This is an optimization exercise on Yosys and OpenROAD, whose aim is small area, not a production implementation. Function was checked by simulation only, so behaviour that the tests miss may differ from the original.

==> design/flow/config.mk <==
export PLATFORM = sky130hd
export DESIGN_NAME = fixed_point_alu
export DESIGN_NICKNAME = fixed_point_alu
export VERILOG_FILES = /design/flow/design.v
export SDC_FILE = /design/flow/constraint.sdc
export NUM_CORES = 4
export LEC_CHECK = 0
export CAP_MARGIN = 20
export CORE_MARGIN = 2
export CORE_UTILIZATION = 40
export PLACE_DENSITY = 0.6
export SLEW_MARGIN = 20
==> design/flow/constraint.sdc <==
create_clock -name core_clock -period 12.0 [get_ports {clock}]
set_input_delay 2.4000 -clock core_clock [delete_from_list [all_inputs] [get_ports {clock}]]
set_output_delay 2.4000 -clock core_clock [all_outputs]
set_load 0.01 [all_outputs]
==> design/flow/design.v <==
module fixed_point_alu (
   input  logic        clock,
   input  logic        reset,
   input  logic        req_tvalid,
   output logic        req_tready,
   input  logic [71:0] req_tdata,
   output logic        rsp_tvalid,
   input  logic        rsp_tready,
   output logic [39:0] rsp_tdata
);
   function automatic logic [69:0] srt_step(input logic [33:0] s, input logic [33:0] c,
                                            input logic x, input logic [31:0] d);
      logic [3:0]  est;
      logic        qp, qn;
      logic [34:0] ys, yc, xd, sm, mj;
      est = s[33:30] + c[33:30];
      qp  = ~est[3];
      qn  = est[3] & ~(&est[2:0]);
      ys  = {s, x};
      yc  = {c, 1'b0};
      xd  = ({35{qp}} & ~{3'b000, d}) | ({35{qn}} & {3'b000, d});
      sm  = ys ^ yc ^ xd;
      mj  = (ys & yc) | (ys & xd) | (yc & xd);
      srt_step = {qp, qn, sm[33:0], mj[32:0], qp};
   endfunction
   logic adv;
   logic rsp_valid;
   assign adv        = ~rsp_valid | rsp_tready;
   assign req_tready = adv;
   assign rsp_tvalid = rsp_valid;
   logic        v0;
   logic [3:0]  cmd0;
   logic [31:0] a0, b0;
   always_ff @(posedge clock) begin
      if (reset)    v0 <= 1'b0;
      else if (adv) v0 <= req_tvalid;
      if (adv) begin
         cmd0 <= req_tdata[3:0];
         a0   <= req_tdata[35:4];
         b0   <= req_tdata[67:36];
      end
   end
   logic        is_inc, is_dec, is_sub, use_sub;
   logic [31:0] op2;
   logic [32:0] sum;
   logic        lt, eq, add_ovf;
   always_comb begin
      is_inc  = cmd0 == 4'd12;
      is_dec  = cmd0 == 4'd13;
      is_sub  = cmd0 == 4'd1;
      use_sub = ~(cmd0 == 4'd0 || is_inc);
      op2     = (is_inc || is_dec) ? 32'd1 : b0;
      sum     = {a0[31], a0} + ({op2[31], op2} ^ {33{use_sub}}) + {32'd0, use_sub};
      lt      = sum[32];
      eq      = a0 == b0;
      add_ovf = sum[32] ^ sum[31];
   end
   logic [32:0] bx;
   logic [32:0] ax;
   logic [63:0] pp [16];
   logic [63:0] negv;
   logic        msg;
   logic [63:0] prod;
   logic        mul_ovf;
   assign bx  = {b0, 1'b0};
   assign ax  = {a0[31], a0};
   assign msg = a0[31] ^ b0[31];
   genvar j;
   generate
      for (j = 0; j < 16; j = j + 1) begin : g_pp
         wire        e0 = bx[2*j], e1 = bx[2*j+1], e2 = bx[2*j+2];
         wire        one = e0 ^ e1;
         wire        two = (e2 & ~e1 & ~e0) | (~e2 & e1 & e0);
         wire        ng  = e2 & ~(e1 & e0);
         wire [32:0] m   = (({33{one}} & ax) | ({33{two}} & {ax[31:0], 1'b0})) ^ {33{ng}};
         assign pp[j] = {30'd0, ~m[32], m[31:0]} << (2*j);
         assign negv[2*j]   = ng;
         assign negv[2*j+1] = 1'b0;
      end
   endgenerate
   assign negv[63:32] = 32'd0;
   always_comb begin
      prod = pp[0] + pp[1] + pp[2] + pp[3] + pp[4] + pp[5] + pp[6] + pp[7]
           + pp[8] + pp[9] + pp[10] + pp[11] + pp[12] + pp[13] + pp[14] + pp[15]
           + negv + 64'hAAAAAAAB00000000 + {56'd0, ~msg, {7{msg}}};
      mul_ovf = ~(&prod[63:39] | ~|prod[63:39]);
   end
   logic [31:0] ma, mb, bn;
   logic [62:0] as_;
   logic        ovf32;
   always_comb begin
      ma    = a0[31] ? -a0 : a0;
      mb    = b0[31] ? -b0 : b0;
      ovf32 = (mb[31:8] == 24'd0) && (ma[31:24] >= mb[7:0]);
      bn    = mb;
      as_   = {31'd0, ma};
      if (bn[31:16] == 16'd0) begin bn = bn << 16; as_ = as_ << 16; end
      if (bn[31:24] == 8'd0)  begin bn = bn << 8;  as_ = as_ << 8;  end
      if (bn[31:28] == 4'd0)  begin bn = bn << 4;  as_ = as_ << 4;  end
      if (bn[31:30] == 2'd0)  begin bn = bn << 2;  as_ = as_ << 2;  end
      if (bn[31] == 1'b0)     begin bn = bn << 1;  as_ = as_ << 1;  end
   end
   logic [31:0] res1;
   logic        cmp1, isdiv1, f1;
   logic [1:0]  st1;
   always_comb begin
      res1   = 32'd0;
      cmp1   = 1'b0;
      st1    = 2'd0;
      isdiv1 = 1'b0;
      case (cmd0)
         4'd0, 4'd1, 4'd12, 4'd13: begin
            if (add_ovf) begin
               st1  = 2'd1;
               res1 = a0[31] ? 32'h80000000 : 32'h7fffffff;
            end else begin
               res1 = sum[31:0];
            end
         end
         4'd2: begin
            if (mul_ovf) begin
               st1  = 2'd1;
               res1 = prod[63] ? 32'h80000000 : 32'h7fffffff;
            end else begin
               res1 = prod[39:8];
            end
         end
         4'd3: begin
            if (b0 == 32'd0) begin
               st1  = 2'd2;
               res1 = (a0 == 32'd0) ? 32'd0 : (a0[31] ? 32'h80000000 : 32'h7fffffff);
            end else begin
               isdiv1 = 1'b1;
            end
         end
         4'd4:  cmp1 = ~lt & ~eq;
         4'd5:  cmp1 = lt;
         4'd6:  cmp1 = ~lt;
         4'd7:  cmp1 = lt | eq;
         4'd8:  cmp1 = eq;
         4'd9:  cmp1 = ~eq;
         4'd10: res1 = lt ? a0 : b0;
         4'd11: res1 = lt ? b0 : a0;
         4'd14: begin
            if (~(&a0[31:23] | ~|a0[31:23])) begin
               st1  = 2'd1;
               res1 = a0[31] ? 32'h80000000 : 32'h7fffffff;
            end else begin
               res1 = {a0[23:0], 8'd0};
            end
         end
         default: res1 = {{8{a0[31]}}, a0[31:8]};
      endcase
      if (isdiv1) begin
         f1  = msg;
         st1 = {1'b0, ovf32};
      end else begin
         f1  = cmp1;
      end
   end
   logic [69:0] w1_r [2];
   logic [1:0] qp_1, qn_1;
   assign w1_r[0] = srt_step(as_[57:24], 34'd0, as_[23], bn);
   assign qp_1[1] = w1_r[0][69];
   assign qn_1[1] = w1_r[0][68];
   assign w1_r[1] = srt_step(w1_r[0][67:34], w1_r[0][33:0], as_[22], bn);
   assign qp_1[0] = w1_r[1][69];
   assign qn_1[0] = w1_r[1][68];
   logic        v1, dv1, fl1;
   logic [1:0]  sr1;
   logic [31:0] d1;
   logic [33:0] s1, c1;
   logic [21:0] t1;
   logic [1:0] qp1, qn1;
   always_ff @(posedge clock) begin
      if (reset)    v1 <= 1'b0;
      else if (adv) v1 <= v0;
      if (adv) begin
         dv1 <= isdiv1;
         fl1 <= f1;
         sr1 <= st1;
         d1  <= isdiv1 ? bn : res1;
         qp1 <= qp_1;
         qn1 <= qn_1;
         s1  <= w1_r[1][67:34];
         c1  <= w1_r[1][33:0];
         t1  <= as_[21:0];
      end
   end
   logic [69:0] w2_r [4];
   logic [3:0] qp_2, qn_2;
   assign w2_r[0] = srt_step(s1, c1, t1[21], d1);
   assign qp_2[3] = w2_r[0][69];
   assign qn_2[3] = w2_r[0][68];
   assign w2_r[1] = srt_step(w2_r[0][67:34], w2_r[0][33:0], t1[20], d1);
   assign qp_2[2] = w2_r[1][69];
   assign qn_2[2] = w2_r[1][68];
   assign w2_r[2] = srt_step(w2_r[1][67:34], w2_r[1][33:0], t1[19], d1);
   assign qp_2[1] = w2_r[2][69];
   assign qn_2[1] = w2_r[2][68];
   assign w2_r[3] = srt_step(w2_r[2][67:34], w2_r[2][33:0], t1[18], d1);
   assign qp_2[0] = w2_r[3][69];
   assign qn_2[0] = w2_r[3][68];
   logic        v2, dv2, fl2;
   logic [1:0]  sr2;
   logic [31:0] d2;
   logic [33:0] s2, c2;
   logic [17:0] t2;
   logic [5:0] qp2, qn2;
   always_ff @(posedge clock) begin
      if (reset)    v2 <= 1'b0;
      else if (adv) v2 <= v1;
      if (adv) begin
         dv2 <= dv1;
         fl2 <= fl1;
         sr2 <= sr1;
         d2  <= d1;
         qp2 <= {qp1, qp_2};
         qn2 <= {qn1, qn_2};
         s2  <= w2_r[3][67:34];
         c2  <= w2_r[3][33:0];
         t2  <= t1[17:0];
      end
   end
   logic [69:0] w3_r [4];
   logic [3:0] qp_3, qn_3;
   assign w3_r[0] = srt_step(s2, c2, t2[17], d2);
   assign qp_3[3] = w3_r[0][69];
   assign qn_3[3] = w3_r[0][68];
   assign w3_r[1] = srt_step(w3_r[0][67:34], w3_r[0][33:0], t2[16], d2);
   assign qp_3[2] = w3_r[1][69];
   assign qn_3[2] = w3_r[1][68];
   assign w3_r[2] = srt_step(w3_r[1][67:34], w3_r[1][33:0], t2[15], d2);
   assign qp_3[1] = w3_r[2][69];
   assign qn_3[1] = w3_r[2][68];
   assign w3_r[3] = srt_step(w3_r[2][67:34], w3_r[2][33:0], t2[14], d2);
   assign qp_3[0] = w3_r[3][69];
   assign qn_3[0] = w3_r[3][68];
   logic        v3, dv3, fl3;
   logic [1:0]  sr3;
   logic [31:0] d3;
   logic [33:0] s3, c3;
   logic [13:0] t3;
   logic [9:0] qp3, qn3;
   always_ff @(posedge clock) begin
      if (reset)    v3 <= 1'b0;
      else if (adv) v3 <= v2;
      if (adv) begin
         dv3 <= dv2;
         fl3 <= fl2;
         sr3 <= sr2;
         d3  <= d2;
         qp3 <= {qp2, qp_3};
         qn3 <= {qn2, qn_3};
         s3  <= w3_r[3][67:34];
         c3  <= w3_r[3][33:0];
         t3  <= t2[13:0];
      end
   end
   logic [69:0] w4_r [4];
   logic [3:0] qp_4, qn_4;
   assign w4_r[0] = srt_step(s3, c3, t3[13], d3);
   assign qp_4[3] = w4_r[0][69];
   assign qn_4[3] = w4_r[0][68];
   assign w4_r[1] = srt_step(w4_r[0][67:34], w4_r[0][33:0], t3[12], d3);
   assign qp_4[2] = w4_r[1][69];
   assign qn_4[2] = w4_r[1][68];
   assign w4_r[2] = srt_step(w4_r[1][67:34], w4_r[1][33:0], t3[11], d3);
   assign qp_4[1] = w4_r[2][69];
   assign qn_4[1] = w4_r[2][68];
   assign w4_r[3] = srt_step(w4_r[2][67:34], w4_r[2][33:0], t3[10], d3);
   assign qp_4[0] = w4_r[3][69];
   assign qn_4[0] = w4_r[3][68];
   logic        v4, dv4, fl4;
   logic [1:0]  sr4;
   logic [31:0] d4;
   logic [33:0] s4, c4;
   logic [9:0] t4;
   logic [13:0] qp4, qn4;
   always_ff @(posedge clock) begin
      if (reset)    v4 <= 1'b0;
      else if (adv) v4 <= v3;
      if (adv) begin
         dv4 <= dv3;
         fl4 <= fl3;
         sr4 <= sr3;
         d4  <= d3;
         qp4 <= {qp3, qp_4};
         qn4 <= {qn3, qn_4};
         s4  <= w4_r[3][67:34];
         c4  <= w4_r[3][33:0];
         t4  <= t3[9:0];
      end
   end
   logic [69:0] w5_r [4];
   logic [3:0] qp_5, qn_5;
   assign w5_r[0] = srt_step(s4, c4, t4[9], d4);
   assign qp_5[3] = w5_r[0][69];
   assign qn_5[3] = w5_r[0][68];
   assign w5_r[1] = srt_step(w5_r[0][67:34], w5_r[0][33:0], t4[8], d4);
   assign qp_5[2] = w5_r[1][69];
   assign qn_5[2] = w5_r[1][68];
   assign w5_r[2] = srt_step(w5_r[1][67:34], w5_r[1][33:0], t4[7], d4);
   assign qp_5[1] = w5_r[2][69];
   assign qn_5[1] = w5_r[2][68];
   assign w5_r[3] = srt_step(w5_r[2][67:34], w5_r[2][33:0], t4[6], d4);
   assign qp_5[0] = w5_r[3][69];
   assign qn_5[0] = w5_r[3][68];
   logic        v5, dv5, fl5;
   logic [1:0]  sr5;
   logic [31:0] d5;
   logic [33:0] s5, c5;
   logic [5:0] t5;
   logic [17:0] qp5, qn5;
   always_ff @(posedge clock) begin
      if (reset)    v5 <= 1'b0;
      else if (adv) v5 <= v4;
      if (adv) begin
         dv5 <= dv4;
         fl5 <= fl4;
         sr5 <= sr4;
         d5  <= d4;
         qp5 <= {qp4, qp_5};
         qn5 <= {qn4, qn_5};
         s5  <= w5_r[3][67:34];
         c5  <= w5_r[3][33:0];
         t5  <= t4[5:0];
      end
   end
   logic [69:0] w6_r [4];
   logic [3:0] qp_6, qn_6;
   assign w6_r[0] = srt_step(s5, c5, t5[5], d5);
   assign qp_6[3] = w6_r[0][69];
   assign qn_6[3] = w6_r[0][68];
   assign w6_r[1] = srt_step(w6_r[0][67:34], w6_r[0][33:0], t5[4], d5);
   assign qp_6[2] = w6_r[1][69];
   assign qn_6[2] = w6_r[1][68];
   assign w6_r[2] = srt_step(w6_r[1][67:34], w6_r[1][33:0], t5[3], d5);
   assign qp_6[1] = w6_r[2][69];
   assign qn_6[1] = w6_r[2][68];
   assign w6_r[3] = srt_step(w6_r[2][67:34], w6_r[2][33:0], t5[2], d5);
   assign qp_6[0] = w6_r[3][69];
   assign qn_6[0] = w6_r[3][68];
   logic        v6, dv6, fl6;
   logic [1:0]  sr6;
   logic [31:0] d6;
   logic [33:0] s6, c6;
   logic [1:0] t6;
   logic [21:0] qp6, qn6;
   always_ff @(posedge clock) begin
      if (reset)    v6 <= 1'b0;
      else if (adv) v6 <= v5;
      if (adv) begin
         dv6 <= dv5;
         fl6 <= fl5;
         sr6 <= sr5;
         d6  <= d5;
         qp6 <= {qp5, qp_6};
         qn6 <= {qn5, qn_6};
         s6  <= w6_r[3][67:34];
         c6  <= w6_r[3][33:0];
         t6  <= t5[1:0];
      end
   end
   logic [69:0] w7_r [4];
   logic [3:0] qp_7, qn_7;
   assign w7_r[0] = srt_step(s6, c6, t6[1], d6);
   assign qp_7[3] = w7_r[0][69];
   assign qn_7[3] = w7_r[0][68];
   assign w7_r[1] = srt_step(w7_r[0][67:34], w7_r[0][33:0], t6[0], d6);
   assign qp_7[2] = w7_r[1][69];
   assign qn_7[2] = w7_r[1][68];
   assign w7_r[2] = srt_step(w7_r[1][67:34], w7_r[1][33:0], 1'b0, d6);
   assign qp_7[1] = w7_r[2][69];
   assign qn_7[1] = w7_r[2][68];
   assign w7_r[3] = srt_step(w7_r[2][67:34], w7_r[2][33:0], 1'b0, d6);
   assign qp_7[0] = w7_r[3][69];
   assign qn_7[0] = w7_r[3][68];
   logic        v7, dv7, fl7;
   logic [1:0]  sr7;
   logic [31:0] d7;
   logic [33:0] s7, c7;
   logic [25:0] qp7, qn7;
   always_ff @(posedge clock) begin
      if (reset)    v7 <= 1'b0;
      else if (adv) v7 <= v6;
      if (adv) begin
         dv7 <= dv6;
         fl7 <= fl6;
         sr7 <= sr6;
         d7  <= d6;
         qp7 <= {qp6, qp_7};
         qn7 <= {qn6, qn_7};
         s7  <= w7_r[3][67:34];
         c7  <= w7_r[3][33:0];
      end
   end
   logic [69:0] w8_r [4];
   logic [3:0] qp_8, qn_8;
   assign w8_r[0] = srt_step(s7, c7, 1'b0, d7);
   assign qp_8[3] = w8_r[0][69];
   assign qn_8[3] = w8_r[0][68];
   assign w8_r[1] = srt_step(w8_r[0][67:34], w8_r[0][33:0], 1'b0, d7);
   assign qp_8[2] = w8_r[1][69];
   assign qn_8[2] = w8_r[1][68];
   assign w8_r[2] = srt_step(w8_r[1][67:34], w8_r[1][33:0], 1'b0, d7);
   assign qp_8[1] = w8_r[2][69];
   assign qn_8[1] = w8_r[2][68];
   assign w8_r[3] = srt_step(w8_r[2][67:34], w8_r[2][33:0], 1'b0, d7);
   assign qp_8[0] = w8_r[3][69];
   assign qn_8[0] = w8_r[3][68];
   logic        v8, dv8, fl8;
   logic [1:0]  sr8;
   logic [31:0] d8;
   logic [33:0] s8, c8;
   logic [29:0] qp8, qn8;
   always_ff @(posedge clock) begin
      if (reset)    v8 <= 1'b0;
      else if (adv) v8 <= v7;
      if (adv) begin
         dv8 <= dv7;
         fl8 <= fl7;
         sr8 <= sr7;
         d8  <= d7;
         qp8 <= {qp7, qp_8};
         qn8 <= {qn7, qn_8};
         s8  <= w8_r[3][67:34];
         c8  <= w8_r[3][33:0];
      end
   end
   logic [69:0] w9_r [3];
   logic [2:0] qp_9, qn_9;
   assign w9_r[0] = srt_step(s8, c8, 1'b0, d8);
   assign qp_9[2] = w9_r[0][69];
   assign qn_9[2] = w9_r[0][68];
   assign w9_r[1] = srt_step(w9_r[0][67:34], w9_r[0][33:0], 1'b0, d8);
   assign qp_9[1] = w9_r[1][69];
   assign qn_9[1] = w9_r[1][68];
   assign w9_r[2] = srt_step(w9_r[1][67:34], w9_r[1][33:0], 1'b0, d8);
   assign qp_9[0] = w9_r[2][69];
   assign qn_9[0] = w9_r[2][68];
   logic        v9, dv9, fl9;
   logic [1:0]  sr9;
   logic [31:0] d9;
   logic        ng9;
   logic [33:0] pfin_9;
   assign pfin_9 = w9_r[2][67:34] + w9_r[2][33:0];
   logic [32:0] qp9, qn9;
   always_ff @(posedge clock) begin
      if (reset)    v9 <= 1'b0;
      else if (adv) v9 <= v8;
      if (adv) begin
         dv9 <= dv8;
         fl9 <= fl8;
         sr9 <= sr8;
         d9  <= d8;
         qp9 <= {qp8, qp_9};
         qn9 <= {qn8, qn_9};
         ng9 <= pfin_9[33];
      end
   end
   logic [32:0] dx, dy;
   logic [1:0]  dk;
   logic [34:0] dsum;
   logic [33:0] dr;
   logic        dovf;
   logic [31:0] res_o;
   logic [1:0]  st_o;
   logic        cmp_o;
   always_comb begin
      dx    = fl9 ? qn9 : qp9;
      dy    = fl9 ? qp9 : qn9;
      dk    = {~(ng9 ^ fl9), ng9 ^ fl9};
      dsum  = {2'b00, dx} + ~{2'b00, dy} + {33'd0, dk};
      dr    = dsum[34:1];
      if (fl9) dovf = ~((dr[33:31] == 3'b111) | (dr[33:31] == 3'b000));
      else       dovf = dr[33:31] != 3'b000;
      dovf  = dovf | sr9[0];
      if (dv9) begin
         cmp_o = 1'b0;
         st_o  = {1'b0, dovf};
         res_o = dovf ? (fl9 ? 32'h80000000 : 32'h7fffffff) : dr[31:0];
      end else begin
         cmp_o = fl9;
         st_o  = sr9;
         res_o = d9;
      end
   end
   assign rsp_valid = v9;
   assign rsp_tdata = {5'd0, st_o, cmp_o, res_o};
endmodule
==> design/flow/run.sh <==
#!/bin/bash
# synth_recipe.tcl (not shown) runs the flow's synth.tcl, then flattens the netlist and writes it again
# the make line also repeats each setting of config.mk as NAME=value (left out here)
make -C /OpenROAD-flow-scripts/flow DESIGN_CONFIG=/design/flow/config.mk WORK_HOME=/design/flow/orfs CLKGATE_MAP_FILE= SYNTH_SCRIPT=/design/flow/synth_recipe.tcl finish
==> metrics.md <==
| Metric | Value |
|---|---|
| Final setup fails | `0` |
| Routed WL per cell | `23.8 um` |
| Io pins | `118` |
| Final non-filler cell total | `15528` |
| Mux share of post-synthesis cell area | `2.58%` |
| Max Cap Viol | `0` |
| Area Overhead vs Synth | `8.75%` |
| Largest net degree at the start of global routing | `205` |
| Sequential share of the synthesized area | `32.9%` |
| Post-synthesis area per instance | `10.3 um2` |
| # resized after CTS | `0` |
| Vias in the first global route | `90655` |
| Synth Area in Adders | `29.8%` |
| FF+latch count, synth | `1331` |
| Post-layout util | `43.7%` |
| Clock skew | `0.0756 ns` |
| Max Fclk | `88.9 MHz` |
| First DRT Iteration DRCs | `6919` |
| Tightest Pin Transition | `1.25 ns` |
| Full die area | `0.308 mm2` |
| Vias | `85524` |
| Total CTS buffers | `155` |
| Max incr delay on CP | `0.55 ns` |
| Post-Synth Simple-Gate Area | `7.59%` |
| Final worst path period need | `11.25 ns` |
| First-pass GRT wire length | `564000 um` |
| Normalized max-slew margin | `15.5%` |
| Clock Tree Root | `clkbuf_16` |
| Cells after synthesis | `11742` |
| GR Overflow Total | `0` |
| Die height | `555 um` |
| Multi-input logic area | `0.0725 mm2` |
| Dpl ws | `0.727 ns` |
| Sequential cell area | `0.0399 mm2` |
| Hold path endpoint | `sr3[1]` |
| Placed cell count | `15252` |
| Clk sinks | `1331` |
| HP Class | `reg2reg` |
| Pins Over Slew Limit | `0` |
| Routed Antenna Nets | `0` |
| Outcome | `complete, no violations` |
| Synth top area share | `32.7%` |
| Top cells by area, synth | `edfxtp_1, fa_1, ha_1, inv_1, a21oi_1` |
| Reg2reg setup slack | `0.75 ns` |
| RSZ-0062 raised after global routing | `no` |
| DR vias/cell | `5.51` |
| Hold buffers post-CTS | `0` |
| Final cycle utilization of the critical path | `93.7%` |
| Asr flop ratio synth | `0%` |
| Post-DP HPWL | `291000 um` |
| Crit Reg-Reg Endpoint | `s3[24]` |
| Most frequent cells in the layout | `inv_1, fa_1, edfxtp_1` |
| Share of cells above drive strength 1 | `6.37%` |
| WS Path Type | `reg2reg` |
| Post-CTS setup buffers | `0` |
| Cell variety after synth | `106` |
| Fin nets | `13521` |
| Worst R2R Path Depth | `44` |
| Initial antenna violation count | `14` |
| Clock Pin Slew Worst Setup and Hold Paths | `0.06 ns` |
| Initial Utilization | `40.1%` |
| Number of port buffers | `108` |
| Number of synthesized flops with an enable pin | `1321` |
| Die X | `555 um` |
| Mapped Area | `0.121 mm2` |
| Crit Path Max Fanout | `35` |
| Crit start category | `flop` |
| Worst skew pair latency | `0.83 ns` |
| Fill cells | `28363` |
| Largest family of logic cells by synthesized area | `adder cells` |
| Post-Route WL | `370000 um` |
| Most common flop cell mapped by yosys | `edfxtp_1` |
| Drt pass-1 iters | `8` |
| Worst EP required | `12.53 ns` |
| Worst r2r src | `s2[31]` |
| Arrival time worst endpoint | `11.78 ns` |
| Hold Startpoint | `sr2[1]` |
| Tot GR Track Use | `24.0%` |
| Critical path capture point type | `flop` |
| Hold path depth | `0` |
| Slowest cell on the critical path | `fa_1` |
| Area leader, netlist | `edfxtp_1` |
| Area of the core | `0.302 mm2` |
| Core Rows | `202` |
| H-tree level count | `4` |
| Final worst setup slack | `0.754 ns` |
| Commonest non-fill, non-tap cell in the layout | `inv_1` |
| Gp weighted congestion | `0.948` |
| Max Buffers Root-to-Sink | `4` |
| Synth Warn # | `11` |
| TritonCTS clock tree | `built` |
| Post-Synth XOR/XNOR Area | `6.33%` |
| Setup_tns | `0 ns` |
| Final count of hold timing violations | `0` |
| Compound-Gate Fraction of Synth Area | `12.9%` |
| Residual DRC | `0` |
[stage by stage]
step	hold WS, ns	cell area [um2]
after global routing	0.355	132000
after CTS	0.345	132000
after global placement	0.401	127000
after floorplan	0.400	121000
final	0.359	132000
after detailed placement	0.405	127000
[worst max-delay path by stage]
stage / start / depth (start not counted) / slack, ns / endpoint
6_report: s2[31] / 44 / 0.75 / s3[24]
5_1_grt: s2[31] / 44 / 0.02 / s3[18]
4_1_cts: c2[31] / 44 / 0.67 / s3[24]
3_5_place_dp: c2[31] / 44 / 0.73 / s3[20]
3_3_place_gp: s2[31] / 44 / 0.83 / s3[21]
2_1_floorplan: rsp_tready / 2 / 0.81 / a0[0]
[cell type report]
class,count,share of cell area [%]
multi-input combinational,7890,54.9
sequential,1331,30.2
inverter,1611,4.60
tap,3978,3.77
clock buffer,178,3.04
timing repair buffer,443,2.80
clock inverter,93,0.638
antenna,4,0.00759
[Yosys cell counts (all sizes together) (13+ instances only)]
cell type,n
o21a,27
o31ai,31
or4,22
or3,29
ha,545
a221oi,17
a31oi,45
and2,40
mux2,43
a211oi,63
nor2b,27
o21bai,13
a22oi,516
and3,21
inv,1606
nor3,68
o21ai,535
nand4,72
a21oi,999
xnor2,489
fa,1468
nand2b,30
xor2,387
mux2i,264
nor4,33
clkbuf,775
nor2,963
a211o,14
a21boi,14
a21o,101
edfxtp,1321
buf,139
nand2,646
o22ai,32
o211ai,40
nand3,117
[logic make-up after synthesis]
kind of cell,after synthesis
adder cells (fa/ha/maj),2014
AO/OA/AOI/OAI,2565
multiplexers,307
AND/OR/NAND/NOR,2123
buffers and inverters,2525
flip-flops,1331
XOR/XNOR,876
other,1
[routing by layer]
layer	GRT usage [%]	up-vias	share of wire, %
met5	0	-	0.014
met4	11.4	8	5.4
met3	3.70	858	6.3
met2	41.2	3180	49
met1	29.6	42709	40
li1	-	38769	-
[worst max-delay path: cells and delay by family, from the launching register on]
family / cells / cell delay [ns]
compound gates: 15 / 2.68
xor+xnor: 7 / 1.14
fa+ha+maj: 8 / 3.20
buf+inv: 11 / 3.11
flops: 1 / 0.45
simple gates: 3 / 0.26

-- afterwards: timing with drivers on the ports --
The flow's constraints put no driver on any port. The routed layout listed below was extracted and timed again, unchanged, in two steps. Step 1 assumes that a clkbuf_16 drives the clock port and a buf_2 every other input. Step 2 times the ports against the registers' clock, not the clock port: input delays grow and output delays shrink by t, the midpoint of the rising clock arrivals with the driver on. Slacks: ideal / step 1 / step 2; pairs: ideal / step 1.
shift t [ns]: 0.904
setup slack, ns: 0.754 / 0.754 / 0.754
worst setup path after step 2: register to register
clock arrival spread, ns: 0.077 / 0.077
pins driven straight from the clock port: 1
After both steps this run still meets setup and hold. The setup slack of this run moves by 0.000 ns with the drivers and by 0.000 ns with both steps.
